This design comes from an exercise in tuning for small area and a short achievable clock period on the open sky130 flow, not from production work. Function was checked by simulation only, so behaviour that the tests miss may differ from the original. Power figures rest on the tool's default switching activity, not on a simulated workload.

==> v28: inputs <==
==> flow/design.v <==
module sdram_burst_bridge #(
  parameter int DW         = 16,
  parameter int AW         = 24,
  parameter int FIFO_DEPTH = 256,
  parameter int MAX_BURST  = 256,
  parameter int COL_W      = 9
) (
  input  logic                        sys_clk,
  input  logic                        rst_n,
  input  logic                        cmd_valid,
  output logic                        cmd_ready,
  input  logic                        cmd_write,
  input  logic [AW-1:0]               cmd_addr,
  input  logic [9:0]                  cmd_len,
  input  logic                        wr_data_valid,
  output logic                        wr_data_ready,
  input  logic [DW-1:0]               wr_data,
  output logic                        rd_data_valid,
  output logic [DW-1:0]               rd_data,
  output logic                        busy,
  output logic                        done,
  output logic                        err,
  output logic [$clog2(FIFO_DEPTH):0] fifo_level,
  input  logic                        sdram_init_done,
  output logic                        sdram_wr_req,
  input  logic                        sdram_wr_ack,
  output logic [23:0]                 sdram_wr_addr,
  output logic [9:0]                  sdram_wr_burst,
  output logic [DW-1:0]               sdram_din,
  output logic                        sdram_rd_req,
  input  logic                        sdram_rd_ack,
  output logic [23:0]                 sdram_rd_addr,
  output logic [9:0]                  sdram_rd_burst,
  input  logic [DW-1:0]               sdram_dout
);
  localparam int PW   = $clog2(FIFO_DEPTH);
  localparam int LW   = PW + 1;
  localparam int PAGE = 1 << COL_W;
  localparam int NG   = (FIFO_DEPTH - 1) / 3;    
  logic s_idle_q, s_check_q, s_wait_q, s_wrq_q, s_wx_q, s_rrq_q, s_rx_q, s_done_q;
  logic s_idle_d, s_check_d, s_wait_d, s_wrq_d, s_wx_d, s_rrq_d, s_rx_d, s_done_d;
  logic          run_q;
  logic          rdy_q;         
  logic          err_q, rd_valid_q;
  logic          write_q;
  logic [AW-1:0] addr_q;
  logic [9:0]    len_q;
  logic [DW-1:0] rd_data_q;
  logic [LW-1:0] count_q, count_d, count_inc, count_dec;
  logic          push, pop, take, bad, enough;
  logic          push_q, hold_q, flip_q;
  logic [DW-1:0] in_q, in_enc;
  logic [FIFO_DEPTH:2][DW-1:0] arr_q, arr_d;
  logic [DW-1:0] head_q, head_d, arr_rd, second;
  logic [15:0]   lo_q, hi_q;    
  logic          top_q;         
  logic [LW-1:0] idx_d;
  logic [FIFO_DEPTH:2] sel;
  logic [NG-1:0] grp_n [DW];
  assign push = wr_data_valid && run_q && !count_q[PW];
  assign pop  = sdram_wr_ack && (s_wrq_q || s_wx_q) && (count_q != '0);
  assign take = cmd_valid && rdy_q && sdram_init_done;
  assign in_enc = in_q ^ {DW{flip_q}};
  for (genvar j = 2; j <= FIFO_DEPTH; j++) begin : g_word
    for (genvar b = 0; b < DW; b++) begin : g_bit
      sdram_bridge_oai22 u_cell (
        .a1(arr_q[j][b]),
        .a2(push_q),
        .b1(j == 2 ? in_enc[b] : arr_q[j-1][b]),
        .b2(hold_q),
        .y (arr_d[j][b])
      );
    end
  end
  always_ff @(posedge sys_clk) begin
    arr_q <= arr_d;
    in_q  <= wr_data;
  end
  always_comb begin
    for (int j = 2; j < FIFO_DEPTH; j++) sel[j] = lo_q[j % 16] && hi_q[j / 16];
    sel[FIFO_DEPTH] = top_q;
  end
  for (genvar b = 0; b < DW; b++) begin : g_rd
    for (genvar g = 0; g < NG; g++) begin : g_grp
      sdram_bridge_aoi222 u_aoi (
        .a1(arr_q[3*g+2][b]), .a2(sel[3*g+2]),
        .b1(arr_q[3*g+3][b]), .b2(sel[3*g+3]),
        .c1(arr_q[3*g+4][b]), .c2(sel[3*g+4]),
        .y (grp_n[b][g])
      );
    end
    assign arr_rd[b] = !(&grp_n[b]) ^ flip_q;
  end
  assign second = (push_q && count_q == LW'(2)) ? in_q : arr_rd;
  assign head_d = pop ? ((count_q == LW'(1)) ? wr_data : second)
                      : ((count_q == '0)     ? wr_data : head_q);
  assign count_inc = count_q + LW'(1);
  assign count_dec = count_q - LW'(1);
  always_comb begin
    count_d = count_q;
    if (push && !pop) count_d = count_inc;
    else if (pop && !push) count_d = count_dec;
  end
  assign idx_d = pop ? count_dec : count_q;
  always_ff @(posedge sys_clk) begin
    head_q    <= head_d;
    rd_data_q <= sdram_dout;
    if (s_idle_q) begin
      addr_q  <= cmd_addr;
      len_q   <= cmd_len;
      write_q <= cmd_write;
    end
  end
  assign bad = (len_q == '0) || (32'(len_q) > MAX_BURST) ||
               (11'(len_q) + 11'(addr_q[COL_W-1:0]) > 11'(PAGE));
  assign enough = 32'(count_q) >= 32'(len_q);
  assign s_idle_d  = (s_idle_q && !take) || (s_check_q && bad) || s_done_q;
  assign s_check_d = s_idle_q && take;
  assign s_wait_d  = ((s_check_q && !bad && write_q) || s_wait_q) && !enough;
  assign s_wrq_d   = ((s_check_q && !bad && write_q) || s_wait_q) && enough || (s_wrq_q && !sdram_wr_ack);
  assign s_wx_d    = (s_wrq_q || s_wx_q) && sdram_wr_ack;
  assign s_rrq_d   = (s_check_q && !bad && !write_q) || (s_rrq_q && !sdram_rd_ack);
  assign s_rx_d    = (s_rrq_q || s_rx_q) && sdram_rd_ack;
  assign s_done_d  = (s_wx_q && !sdram_wr_ack) || (s_rx_q && !sdram_rd_ack);
  always_ff @(posedge sys_clk or negedge rst_n) begin
    if (!rst_n) begin
      s_idle_q   <= 1'b1;
      s_check_q  <= 1'b0;
      s_wait_q   <= 1'b0;
      s_wrq_q    <= 1'b0;
      s_wx_q     <= 1'b0;
      s_rrq_q    <= 1'b0;
      s_rx_q     <= 1'b0;
      s_done_q   <= 1'b0;
      run_q      <= 1'b0;
      rdy_q      <= 1'b0;
      err_q      <= 1'b0;
      rd_valid_q <= 1'b0;
      count_q    <= '0;
      push_q     <= 1'b0;
      hold_q     <= 1'b1;
      flip_q     <= 1'b0;
      lo_q       <= 16'd1;
      hi_q       <= 16'd1;
      top_q      <= 1'b0;
    end else begin
      s_idle_q   <= s_idle_d;
      s_check_q  <= s_check_d;
      s_wait_q   <= s_wait_d;
      s_wrq_q    <= s_wrq_d;
      s_wx_q     <= s_wx_d;
      s_rrq_q    <= s_rrq_d;
      s_rx_q     <= s_rx_d;
      s_done_q   <= s_done_d;
      run_q      <= 1'b1;
      rdy_q      <= s_idle_d;
      err_q      <= s_check_q && bad;
      rd_valid_q <= sdram_rd_ack && (s_rrq_q || s_rx_q);
      count_q    <= count_d;
      push_q     <= push;
      hold_q     <= !push;
      flip_q     <= !flip_q;
      for (int k = 0; k < 16; k++) begin
        lo_q[k] <= (idx_d[3:0] == 4'(k));
        hi_q[k] <= (idx_d[7:4] == 4'(k));
      end
      top_q      <= idx_d[PW];
    end
  end
  assign cmd_ready      = rdy_q && sdram_init_done;
  assign wr_data_ready  = run_q && !count_q[PW];
  assign rd_data_valid  = rd_valid_q;
  assign rd_data        = rd_data_q;
  assign busy           = !s_idle_q;
  assign done           = s_done_q;
  assign err            = err_q;
  assign fifo_level     = count_q;
  assign sdram_wr_req   = s_wrq_q;
  assign sdram_wr_addr  = 24'(addr_q);
  assign sdram_wr_burst = len_q;
  assign sdram_din      = head_q;
  assign sdram_rd_req   = s_rrq_q;
  assign sdram_rd_addr  = 24'(addr_q);
  assign sdram_rd_burst = len_q;
endmodule
module sdram_bridge_oai22 (
  input  logic a1, a2, b1, b2,
  output logic y
);
  assign y = !((a1 || a2) && (b1 || b2));
endmodule
module sdram_bridge_aoi222 (
  input  logic a1, a2, b1, b2, c1, c2,
  output logic y
);
  assign y = !((a1 && a2) || (b1 && b2) || (c1 && c2));
endmodule
==> flow/flow/run.sh <==
#!/bin/bash
# Layout: the standard flow (standard.sh, standard synthesis included),
# with only the port buffers changed: every input and output port is still
# buffered, by sky130_fd_sc_hd__buf_2 instead of the default delay buffer.
# make's output goes to standard_flow.log; each step's log is under orfs/logs/.
set -euo pipefail
cd "$(dirname "$0")/.."
bash standard.sh "BUFFER_PORTS_ARGS=-buffer_cell sky130_fd_sc_hd__buf_2" finish > standard_flow.log 2>&1
==> flow/standard.sh <==
#!/bin/bash
# synth_recipe.tcl (not shown) runs the flow's synth.tcl, then flattens the netlist and writes it again
# the make line also repeats each setting of config.mk as NAME=value (left out here)
make -C /OpenROAD-flow-scripts/flow DESIGN_CONFIG=/design/flow/config.mk WORK_HOME=/design/flow/orfs CLKGATE_MAP_FILE= SYNTH_SCRIPT=/design/flow/synth_recipe.tcl "${@:-finish}"
==> flow/config.mk <==
export PLATFORM = sky130hd
export DESIGN_NAME = sdram_burst_bridge
export DESIGN_NICKNAME = sdram_burst_bridge
export VERILOG_FILES = /design/flow/design.v
export SDC_FILE = /design/flow/constraint.sdc
export NUM_CORES = 4
export LEC_CHECK = 0
export CAP_MARGIN = 20
export CORE_MARGIN = 2
export CORE_UTILIZATION = 55
export CTS_CLUSTER_DIAMETER = 60
export CTS_CLUSTER_SIZE = 25
export SETUP_SLACK_MARGIN = 0.5
export SLEW_MARGIN = 20
export SYNTH_HIERARCHICAL = 1
==> flow/constraint.sdc <==
create_clock -name core_clock -period 10.0 [get_ports {sys_clk}]
set_input_delay 2.0000 -clock core_clock [delete_from_list [all_inputs] [get_ports {sys_clk}]]
set_output_delay 2.0000 -clock core_clock [all_outputs]
set_load 0.01 [all_outputs]
==> v11 (differences from v28) <==
==> flow/design.v, changed modules only <==
module sdram_burst_bridge #(
  parameter int DW         = 16,
  parameter int AW         = 24,
  parameter int FIFO_DEPTH = 256,
  parameter int MAX_BURST  = 256,
  parameter int COL_W      = 9
) (
  input  logic                        sys_clk,
  input  logic                        rst_n,
  input  logic                        cmd_valid,
  output logic                        cmd_ready,
  input  logic                        cmd_write,
  input  logic [AW-1:0]               cmd_addr,
  input  logic [9:0]                  cmd_len,
  input  logic                        wr_data_valid,
  output logic                        wr_data_ready,
  input  logic [DW-1:0]               wr_data,
  output logic                        rd_data_valid,
  output logic [DW-1:0]               rd_data,
  output logic                        busy,
  output logic                        done,
  output logic                        err,
  output logic [$clog2(FIFO_DEPTH):0] fifo_level,
  input  logic                        sdram_init_done,
  output logic                        sdram_wr_req,
  input  logic                        sdram_wr_ack,
  output logic [23:0]                 sdram_wr_addr,
  output logic [9:0]                  sdram_wr_burst,
  output logic [DW-1:0]               sdram_din,
  output logic                        sdram_rd_req,
  input  logic                        sdram_rd_ack,
  output logic [23:0]                 sdram_rd_addr,
  output logic [9:0]                  sdram_rd_burst,
  input  logic [DW-1:0]               sdram_dout
);
  localparam int PW   = $clog2(FIFO_DEPTH);
  localparam int LW   = PW + 1;
  localparam int PAGE = 1 << COL_W;
  localparam int NG   = (FIFO_DEPTH - 1) / 3;    
  logic s_idle_q, s_check_q, s_wait_q, s_wrq_q, s_wx_q, s_rrq_q, s_rx_q, s_done_q;
  logic s_idle_d, s_check_d, s_wait_d, s_wrq_d, s_wx_d, s_rrq_d, s_rx_d, s_done_d;
  logic          run_q;
  logic          rdy_q;         
  logic          err_q, rd_valid_q;
  logic          write_q;
  logic [AW-1:0] addr_q;
  logic [9:0]    len_q;
  logic [DW-1:0] rd_data_q;
  logic [LW-1:0] count_q, count_d, count_inc, count_dec;
  logic          push, pop, take, bad, enough;
  logic          push_q, hold_q, flip_q;
  logic [DW-1:0] in_q, in_enc;
  logic [FIFO_DEPTH:2][DW-1:0] arr_q, arr_d;
  logic [DW-1:0] head_q, head_d, arr_rd, rd_raw, second;
  logic [15:0]   lo_q, hi_q;    
  logic          top_q;         
  logic [LW-1:0] idx_d;
  logic [FIFO_DEPTH:2] sel;
  logic [NG-1:0] grp_n [DW];
  assign push = wr_data_valid && run_q && !count_q[PW];
  assign pop  = sdram_wr_ack && (s_wrq_q || s_wx_q) && (count_q != '0);
  assign take = cmd_valid && rdy_q && sdram_init_done;
  assign in_enc = in_q ^ {DW{flip_q}};
  for (genvar j = 2; j <= FIFO_DEPTH; j++) begin : g_word
    for (genvar b = 0; b < DW; b++) begin : g_bit
      sdram_bridge_oai22 u_cell (
        .a1(arr_q[j][b]),
        .a2(push_q),
        .b1(j == 2 ? in_enc[b] : arr_q[j-1][b]),
        .b2(hold_q),
        .y (arr_d[j][b])
      );
    end
  end
  always_ff @(posedge sys_clk) begin
    arr_q <= arr_d;
    in_q  <= wr_data;
  end
  always_comb begin
    for (int j = 2; j < FIFO_DEPTH; j++) sel[j] = lo_q[j % 16] && hi_q[j / 16];
    sel[FIFO_DEPTH] = top_q;
  end
  for (genvar b = 0; b < DW; b++) begin : g_rd
    for (genvar g = 0; g < NG; g++) begin : g_grp
      sdram_bridge_aoi222 u_aoi (
        .a1(arr_q[3*g+2][b]), .a2(sel[3*g+2]),
        .b1(arr_q[3*g+3][b]), .b2(sel[3*g+3]),
        .c1(arr_q[3*g+4][b]), .c2(sel[3*g+4]),
        .y (grp_n[b][g])
      );
    end
    begin : g_tree
      logic t0_0, t0_1, t0_2, t0_3, t0_4, t0_5, t0_6, t0_7, t0_8, t0_9, t0_10, t0_11, t0_12, t0_13, t0_14, t0_15, t0_16, t0_17, t0_18, t0_19, t0_20, t0_21, t0_22, t0_23, t0_24, t0_25, t0_26, t0_27, t0_28, t1_0, t1_1, t1_2, t1_3, t1_4, t1_5, t1_6, t1_7, t1_8, t1_9, t2_0, t2_1, t2_2, t2_3, t3_0, t3_1, t4_0;
      sdram_bridge_nand3 u_t0_0 (.a(grp_n[b][0]), .b(grp_n[b][1]), .c(grp_n[b][2]), .y(t0_0));
      sdram_bridge_nand3 u_t0_1 (.a(grp_n[b][3]), .b(grp_n[b][4]), .c(grp_n[b][5]), .y(t0_1));
      sdram_bridge_nand3 u_t0_2 (.a(grp_n[b][6]), .b(grp_n[b][7]), .c(grp_n[b][8]), .y(t0_2));
      sdram_bridge_nand3 u_t0_3 (.a(grp_n[b][9]), .b(grp_n[b][10]), .c(grp_n[b][11]), .y(t0_3));
      sdram_bridge_nand3 u_t0_4 (.a(grp_n[b][12]), .b(grp_n[b][13]), .c(grp_n[b][14]), .y(t0_4));
      sdram_bridge_nand3 u_t0_5 (.a(grp_n[b][15]), .b(grp_n[b][16]), .c(grp_n[b][17]), .y(t0_5));
      sdram_bridge_nand3 u_t0_6 (.a(grp_n[b][18]), .b(grp_n[b][19]), .c(grp_n[b][20]), .y(t0_6));
      sdram_bridge_nand3 u_t0_7 (.a(grp_n[b][21]), .b(grp_n[b][22]), .c(grp_n[b][23]), .y(t0_7));
      sdram_bridge_nand3 u_t0_8 (.a(grp_n[b][24]), .b(grp_n[b][25]), .c(grp_n[b][26]), .y(t0_8));
      sdram_bridge_nand3 u_t0_9 (.a(grp_n[b][27]), .b(grp_n[b][28]), .c(grp_n[b][29]), .y(t0_9));
      sdram_bridge_nand3 u_t0_10 (.a(grp_n[b][30]), .b(grp_n[b][31]), .c(grp_n[b][32]), .y(t0_10));
      sdram_bridge_nand3 u_t0_11 (.a(grp_n[b][33]), .b(grp_n[b][34]), .c(grp_n[b][35]), .y(t0_11));
      sdram_bridge_nand3 u_t0_12 (.a(grp_n[b][36]), .b(grp_n[b][37]), .c(grp_n[b][38]), .y(t0_12));
      sdram_bridge_nand3 u_t0_13 (.a(grp_n[b][39]), .b(grp_n[b][40]), .c(grp_n[b][41]), .y(t0_13));
      sdram_bridge_nand3 u_t0_14 (.a(grp_n[b][42]), .b(grp_n[b][43]), .c(grp_n[b][44]), .y(t0_14));
      sdram_bridge_nand3 u_t0_15 (.a(grp_n[b][45]), .b(grp_n[b][46]), .c(grp_n[b][47]), .y(t0_15));
      sdram_bridge_nand3 u_t0_16 (.a(grp_n[b][48]), .b(grp_n[b][49]), .c(grp_n[b][50]), .y(t0_16));
      sdram_bridge_nand3 u_t0_17 (.a(grp_n[b][51]), .b(grp_n[b][52]), .c(grp_n[b][53]), .y(t0_17));
      sdram_bridge_nand3 u_t0_18 (.a(grp_n[b][54]), .b(grp_n[b][55]), .c(grp_n[b][56]), .y(t0_18));
      sdram_bridge_nand3 u_t0_19 (.a(grp_n[b][57]), .b(grp_n[b][58]), .c(grp_n[b][59]), .y(t0_19));
      sdram_bridge_nand3 u_t0_20 (.a(grp_n[b][60]), .b(grp_n[b][61]), .c(grp_n[b][62]), .y(t0_20));
      sdram_bridge_nand3 u_t0_21 (.a(grp_n[b][63]), .b(grp_n[b][64]), .c(grp_n[b][65]), .y(t0_21));
      sdram_bridge_nand3 u_t0_22 (.a(grp_n[b][66]), .b(grp_n[b][67]), .c(grp_n[b][68]), .y(t0_22));
      sdram_bridge_nand3 u_t0_23 (.a(grp_n[b][69]), .b(grp_n[b][70]), .c(grp_n[b][71]), .y(t0_23));
      sdram_bridge_nand3 u_t0_24 (.a(grp_n[b][72]), .b(grp_n[b][73]), .c(grp_n[b][74]), .y(t0_24));
      sdram_bridge_nand3 u_t0_25 (.a(grp_n[b][75]), .b(grp_n[b][76]), .c(grp_n[b][77]), .y(t0_25));
      sdram_bridge_nand3 u_t0_26 (.a(grp_n[b][78]), .b(grp_n[b][79]), .c(grp_n[b][80]), .y(t0_26));
      sdram_bridge_nand2 u_t0_27 (.a(grp_n[b][81]), .b(grp_n[b][82]), .y(t0_27));
      sdram_bridge_nand2 u_t0_28 (.a(grp_n[b][83]), .b(grp_n[b][84]), .y(t0_28));
      sdram_bridge_nor3 u_t1_0 (.a(t0_0), .b(t0_1), .c(t0_2), .y(t1_0));
      sdram_bridge_nor3 u_t1_1 (.a(t0_3), .b(t0_4), .c(t0_5), .y(t1_1));
      sdram_bridge_nor3 u_t1_2 (.a(t0_6), .b(t0_7), .c(t0_8), .y(t1_2));
      sdram_bridge_nor3 u_t1_3 (.a(t0_9), .b(t0_10), .c(t0_11), .y(t1_3));
      sdram_bridge_nor3 u_t1_4 (.a(t0_12), .b(t0_13), .c(t0_14), .y(t1_4));
      sdram_bridge_nor3 u_t1_5 (.a(t0_15), .b(t0_16), .c(t0_17), .y(t1_5));
      sdram_bridge_nor3 u_t1_6 (.a(t0_18), .b(t0_19), .c(t0_20), .y(t1_6));
      sdram_bridge_nor3 u_t1_7 (.a(t0_21), .b(t0_22), .c(t0_23), .y(t1_7));
      sdram_bridge_nor3 u_t1_8 (.a(t0_24), .b(t0_25), .c(t0_26), .y(t1_8));
      sdram_bridge_nor2 u_t1_9 (.a(t0_27), .b(t0_28), .y(t1_9));
      sdram_bridge_nand3 u_t2_0 (.a(t1_0), .b(t1_1), .c(t1_2), .y(t2_0));
      sdram_bridge_nand3 u_t2_1 (.a(t1_3), .b(t1_4), .c(t1_5), .y(t2_1));
      sdram_bridge_nand2 u_t2_2 (.a(t1_6), .b(t1_7), .y(t2_2));
      sdram_bridge_nand2 u_t2_3 (.a(t1_8), .b(t1_9), .y(t2_3));
      sdram_bridge_nor2 u_t3_0 (.a(t2_0), .b(t2_1), .y(t3_0));
      sdram_bridge_nor2 u_t3_1 (.a(t2_2), .b(t2_3), .y(t3_1));
      sdram_bridge_nand2 u_t4_0 (.a(t3_0), .b(t3_1), .y(t4_0));
      assign rd_raw[b] = t4_0;
    end
    assign arr_rd[b] = rd_raw[b] ^ flip_q;
  end
  assign second = (push_q && count_q == LW'(2)) ? in_q : arr_rd;
  assign head_d = pop ? ((count_q == LW'(1)) ? wr_data : second)
                      : ((count_q == '0)     ? wr_data : head_q);
  assign count_inc = count_q + LW'(1);
  assign count_dec = count_q - LW'(1);
  always_comb begin
    count_d = count_q;
    if (push && !pop) count_d = count_inc;
    else if (pop && !push) count_d = count_dec;
  end
  assign idx_d = pop ? count_dec : count_q;
  always_ff @(posedge sys_clk) begin
    head_q    <= head_d;
    rd_data_q <= sdram_dout;
    if (s_idle_q) begin
      addr_q  <= cmd_addr;
      len_q   <= cmd_len;
      write_q <= cmd_write;
    end
  end
  assign bad = (len_q == '0) || (32'(len_q) > MAX_BURST) ||
               (11'(len_q) + 11'(addr_q[COL_W-1:0]) > 11'(PAGE));
  assign enough = 32'(count_q) >= 32'(len_q);
  assign s_idle_d  = (s_idle_q && !take) || (s_check_q && bad) || s_done_q;
  assign s_check_d = s_idle_q && take;
  assign s_wait_d  = ((s_check_q && !bad && write_q) || s_wait_q) && !enough;
  assign s_wrq_d   = ((s_check_q && !bad && write_q) || s_wait_q) && enough || (s_wrq_q && !sdram_wr_ack);
  assign s_wx_d    = (s_wrq_q || s_wx_q) && sdram_wr_ack;
  assign s_rrq_d   = (s_check_q && !bad && !write_q) || (s_rrq_q && !sdram_rd_ack);
  assign s_rx_d    = (s_rrq_q || s_rx_q) && sdram_rd_ack;
  assign s_done_d  = (s_wx_q && !sdram_wr_ack) || (s_rx_q && !sdram_rd_ack);
  always_ff @(posedge sys_clk or negedge rst_n) begin
    if (!rst_n) begin
      s_idle_q   <= 1'b1;
      s_check_q  <= 1'b0;
      s_wait_q   <= 1'b0;
      s_wrq_q    <= 1'b0;
      s_wx_q     <= 1'b0;
      s_rrq_q    <= 1'b0;
      s_rx_q     <= 1'b0;
      s_done_q   <= 1'b0;
      run_q      <= 1'b0;
      rdy_q      <= 1'b0;
      err_q      <= 1'b0;
      rd_valid_q <= 1'b0;
      count_q    <= '0;
      push_q     <= 1'b0;
      hold_q     <= 1'b1;
      flip_q     <= 1'b0;
      lo_q       <= 16'd1;
      hi_q       <= 16'd1;
      top_q      <= 1'b0;
    end else begin
      s_idle_q   <= s_idle_d;
      s_check_q  <= s_check_d;
      s_wait_q   <= s_wait_d;
      s_wrq_q    <= s_wrq_d;
      s_wx_q     <= s_wx_d;
      s_rrq_q    <= s_rrq_d;
      s_rx_q     <= s_rx_d;
      s_done_q   <= s_done_d;
      run_q      <= 1'b1;
      rdy_q      <= s_idle_d;
      err_q      <= s_check_q && bad;
      rd_valid_q <= sdram_rd_ack && (s_rrq_q || s_rx_q);
      count_q    <= count_d;
      push_q     <= push;
      hold_q     <= !push;
      flip_q     <= !flip_q;
      for (int k = 0; k < 16; k++) begin
        lo_q[k] <= (idx_d[3:0] == 4'(k));
        hi_q[k] <= (idx_d[7:4] == 4'(k));
      end
      top_q      <= idx_d[PW];
    end
  end
  assign cmd_ready      = rdy_q && sdram_init_done;
  assign wr_data_ready  = run_q && !count_q[PW];
  assign rd_data_valid  = rd_valid_q;
  assign rd_data        = rd_data_q;
  assign busy           = !s_idle_q;
  assign done           = s_done_q;
  assign err            = err_q;
  assign fifo_level     = count_q;
  assign sdram_wr_req   = s_wrq_q;
  assign sdram_wr_addr  = 24'(addr_q);
  assign sdram_wr_burst = len_q;
  assign sdram_din      = head_q;
  assign sdram_rd_req   = s_rrq_q;
  assign sdram_rd_addr  = 24'(addr_q);
  assign sdram_rd_burst = len_q;
endmodule
module sdram_bridge_nand2 (
  input  logic a, b,
  output logic y
);
  assign y = !(a && b);
endmodule
module sdram_bridge_nand3 (
  input  logic a, b, c,
  output logic y
);
  assign y = !(a && b && c);
endmodule
module sdram_bridge_nor2 (
  input  logic a, b,
  output logic y
);
  assign y = !(a || b);
endmodule
module sdram_bridge_nor3 (
  input  logic a, b, c,
  output logic y
);
  assign y = !(a || b || c);
endmodule
Settings changed: CORE_UTILIZATION 55 to 45, PLACE_DENSITY set to 0.5.
==> results by group <==
Run status
  – Run status: no timing/DRC/antenna violations

Pwr
  – Clock network power: roughly 11000 µW
  – Power share of the combinational group: between 10% and 20%
  – Sw Ratio: 32.9%

Finish
  – Area of the multi-input gates: approximately 0.046 mm²
  – Multi-input logic cell count: between 6000 and 7000
  – Bufs w/o clock: 406
  – Clk cell area share: under 10%

Yosys
  – Post-Synthesis Cells: 10811

Setup path
  – Slowest-stage cell, CP: a222oi_1
  – Worst reg2reg startpoint: lo_q[10]$_DFF_PN0_
  – CP bufs+invs: 2
  – Req. time, crit path: 10.63 ns

Die
  – Die ar.: 0.243 mm²
  – FP Rows: between 150 and 200

Global route
  – Initial antenna violation count: 43
  – Largest net degree at the start of global routing: between 200 and 250

Drt
  – Via density: about 7.6
(the above is from v28)
==> results by group <==
Finish
  – Multi-input logic cell count: a little under 7000
  – Clk cell area share: 6.66%
  – Area of the multi-input gates: around 0.047 mm²

Drt
  – Final ANT Viol Nets: 1

Pwr
  – Clock network power: between 10000 and 15000 µW

Run status
  – Layout violations: antenna violations
  – Run status: failed layout checks

Global route
  – Initial antenna violation count: 24

Die
  – FP Rows: 199

Setup path
  – Req. time, crit path: between 10 and 15 ns
  – Worst reg2reg startpoint: lo_q[5]$_DFF_PN0_
  – Slowest-stage cell, CP: dfrtp_2

Yosys
  – Post-Synthesis Cells: about 11000
(the above is from v11)

[static timing again, ports no longer ideal]
No port has a modelled driver above. Below, the same layouts with a new extraction and two added sets of constraints. Step 1 assumes that a clkbuf_16 drives the clock port and a buf_2 every other input. Step 2 also shifts input and output timing later by t, the mid clock arrival at the registers, as if the neighbouring blocks saw the same clock. Three values: ideal ports, drivers, drivers and shift; two values: the first two.
run	t, ns	setup WS [ns]	worst register clock-pin slew, ns	worst data-port slew with drivers (ns)	cell pins on the clock port's net
v28	0.982	4.957 / 4.957 / 4.957	0.10 / 0.10	0.11	1
v11	0.994	5.212 / 5.212 / 4.891	0.10 / 0.10	0.18	1
For v11, which loses most, drivers alone change the setup slack by 0.000 ns; drivers and shift together by -0.321 ns.
